From an optimization exercise on the open Yosys and OpenROAD flow, aimed at small area, a short achievable clock period and few clock cycles per item; shortcuts taken in it are not production practice. Function was checked by simulation only, so behaviour that the tests miss may differ from the original.

==> run E: inputs <==
## execute_mc
module execute_mc #(
  parameter int N      = 64,
  parameter int MUL_EN = 1
) (
  input  logic         clk,
  input  logic         reset,
  input  logic         valid_E,
  input  logic         flush_E,
  input  logic         AluSrc,
  input  logic [3:0]   AluControl,
  input  logic         MulOp,
  input  logic [N-1:0] PC_E,
  input  logic [N-1:0] signImm_E,
  input  logic [N-1:0] readData1_E,
  input  logic [N-1:0] readData2_E,
  output logic         stall_E,
  output logic [N-1:0] PCBranch_M,
  output logic [N-1:0] aluResult_M,
  output logic [N-1:0] writeData_M,
  output logic         zero_M,
  output logic         valid_M
);
Settings: LEC_CHECK=0, ABC_AREA=1, CAP_MARGIN=20, CORE_MARGIN=2, CORE_UTILIZATION=55, SETUP_SLACK_MARGIN=3.7, SLEW_MARGIN=20, TNS_END_PERCENT=5; clock period 7.0 ns.
standard.sh (not shown) runs the stock make flow with config.mk's settings and CLKGATE_MAP_FILE= SYNTH_SCRIPT=/design/flow/synth_recipe.tcl, a recipe that flattens the netlist after the stock synthesis.
==> flow/flow/run.sh <==
#!/bin/bash
set -euo pipefail
export BUFFER_PORTS_ARGS="-buffer_cell sky130_fd_sc_hd__buf_1"
R=orfs/results/sky130hd/execute_mc/base
bash standard.sh MATCH_CELL_FOOTPRINT=0 synth > synth.log 2>&1
cp $R/1_2_yosys.v $R/1_2_yosys.synth.v
python3 flow/polarity.py $R/1_2_yosys.synth.v $R/1_2_yosys.v > polarity.log 2>&1
rm -f $R/1_synth.odb
bash standard.sh MATCH_CELL_FOOTPRINT=0 finish > finish.log 2>&1
Other scripts of this flow, unchanged in this note and not shown: flow/flow/polarity.py
==> run R (differences from run E) <==
--- a/flow/config.mk
+++ b/flow/config.mk
@@ -9,6 +9,6 @@
 export CAP_MARGIN = 20
 export CORE_MARGIN = 2
 export CORE_UTILIZATION = 55
-export SETUP_SLACK_MARGIN = 3.7
+export SETUP_SLACK_MARGIN = 3.8
 export SLEW_MARGIN = 20
-export TNS_END_PERCENT = 5
+export TNS_END_PERCENT = 30
==> impl_metrics.ini <==
[layout]
nFillCells = 5760
final_cells = 6557
sh_seq_area_pct = 11.8
seqCellArea_um2 = 5750
fin_util_pct = 68.9

[grt]
met1_usage_pct = 65.3
grt_pass1_vias = 40400
use_met3_pct = 22.3
grt_util_all_layers_pct = 49.9

[power_and_ir_drop]
power.leakage_uw = 0.0209

[sta]
post-route-period-util_pct = 55.7
fin_skew_ps = 31.2
period_minus_slack_ps = 3900
fin_hold_ws_ps = 519

[worst_setup_path]
crit_path_max_fanout = 5
cp.arrival_ps = 4370
critPathMaxStageDelay_ps = 540

[placed_design]
place_ws_ps = 2000

[cts]
clk_latency_ps = 600

[routing]
wl_per_cell_um = 29.2

[run_status]
outcome = finished clean
That was run R.
==> impl_metrics.ini <==
[grt]
use_met3_pct = 19.9
grt_pass1_vias = 39600
grt_util_all_layers_pct = 47.7
met1_usage_pct = 65.4

[run_status]
outcome = finished clean

[layout]
nFillCells = 6178
seqCellArea_um2 = 5750

[placed_design]
place_ws_ps = 2140

[sta]
period_minus_slack_ps = 3880
fin_hold_ws_ps = 509

[worst_setup_path]
critPathMaxStageDelay_ps = 470
That was run E.
Testbench counts of run E, summed over its fixed seeds: cycles 38,096, instrs 24,000.
Testbench counts of run R, summed over its fixed seeds: cycles 38,096, instrs 24,000.

========
==> 03-13: inputs <==
execute_mc again, from the RTL that the note above started with.
clock: 7.0 ns
lec_check: 0
abc_area: 1
cap_margin: 20
core_margin: 2
core_utilization: 66
setup_slack_margin: 3.7
slew_margin: 20
tns_end_percent: 5
Scripts as last shown in full above: flow/flow/run.sh
Other scripts of this flow, unchanged in this note and not shown: flow/flow/polarity.py
==> inputs of 12-08, as changes to 03-13 <==
--- a/flow/config.mk
+++ b/flow/config.mk
@@ -10,3 +10,3 @@
 export CORE_MARGIN = 2
-export CORE_UTILIZATION = 66
+export CORE_UTILIZATION = 70
 export SETUP_SLACK_MARGIN = 3.7
==> out/summary.md <==
The run ended at global routing (5_1_grt). The die outline height was 240.9 um; the sum of overflow across all layers after global routing was 266. The first error in the log reads "[ERROR GRT-0116] Global routing finished with congestion. Check the congestion regions in the DRC Viewer".

The flow did not finish. Global routing met3 resource utilization: 74.17%.
Source of the figures above: 12-08

==> out/summary.md <==
The weighted congestion reported at the end of routability-driven placement came out at 1.059. Die outline height: 247.9 um. The global routing met3 resource utilization was 59.43%. After the last repair the worst path ends at a register input.

The initial cell density of the core is 66.67%, and the number of antenna violations at the first check in global routing is 37. For this run the aggregate overflow at the end of global routing stands at 128. The global-route repair_timing pass left the worst setup endpoint at S_q[22]$_DFF_P_/D. The tool reported: "[ERROR GRT-0232] Routing congestion too high. Check the congestion heatmap in the GUI". The mean area per synthesized cell was 7.708 um^2. The run stopped with a tool error.

The flow halted during global routing (5_1_grt).
Source of the figures above: 03-13

Testbench counts of 03-13, summed over its fixed seeds: cycles 38,096, instrs 24,000.
Testbench counts of 12-08, summed over its fixed seeds: cycles 38,096, instrs 24,000.

## what the ideal ports hide
Ports are ideal in the flow. The routed layouts listed here were re-timed in OpenROAD.
Step 1: set_driving_cell puts a clkbuf_16 on clk and a buf_2 on each other input, an assumption about the parent block.
Step 2 adds t to the input delays and takes it off the output delays; t is the mean of the earliest and latest rising clock arrival at the registers after step 1. Input paths then give back, and output paths get back, about the clock's delay inside the block.
Three values: ideal, step 1, step 2; two values: the first two.
run | t, ns | setup slack, ns | worst data-port slew with drivers (ns)
run E | 0.667 | 3.116 / 3.043 / 2.682 | 0.28
run R | 0.660 | 3.099 / 3.099 / 2.561 | 0.34
After both steps every run listed still meets setup and hold. For run R, which loses most, drivers alone change the setup slack by 0.000 ns; drivers and shift together by -0.538 ns.
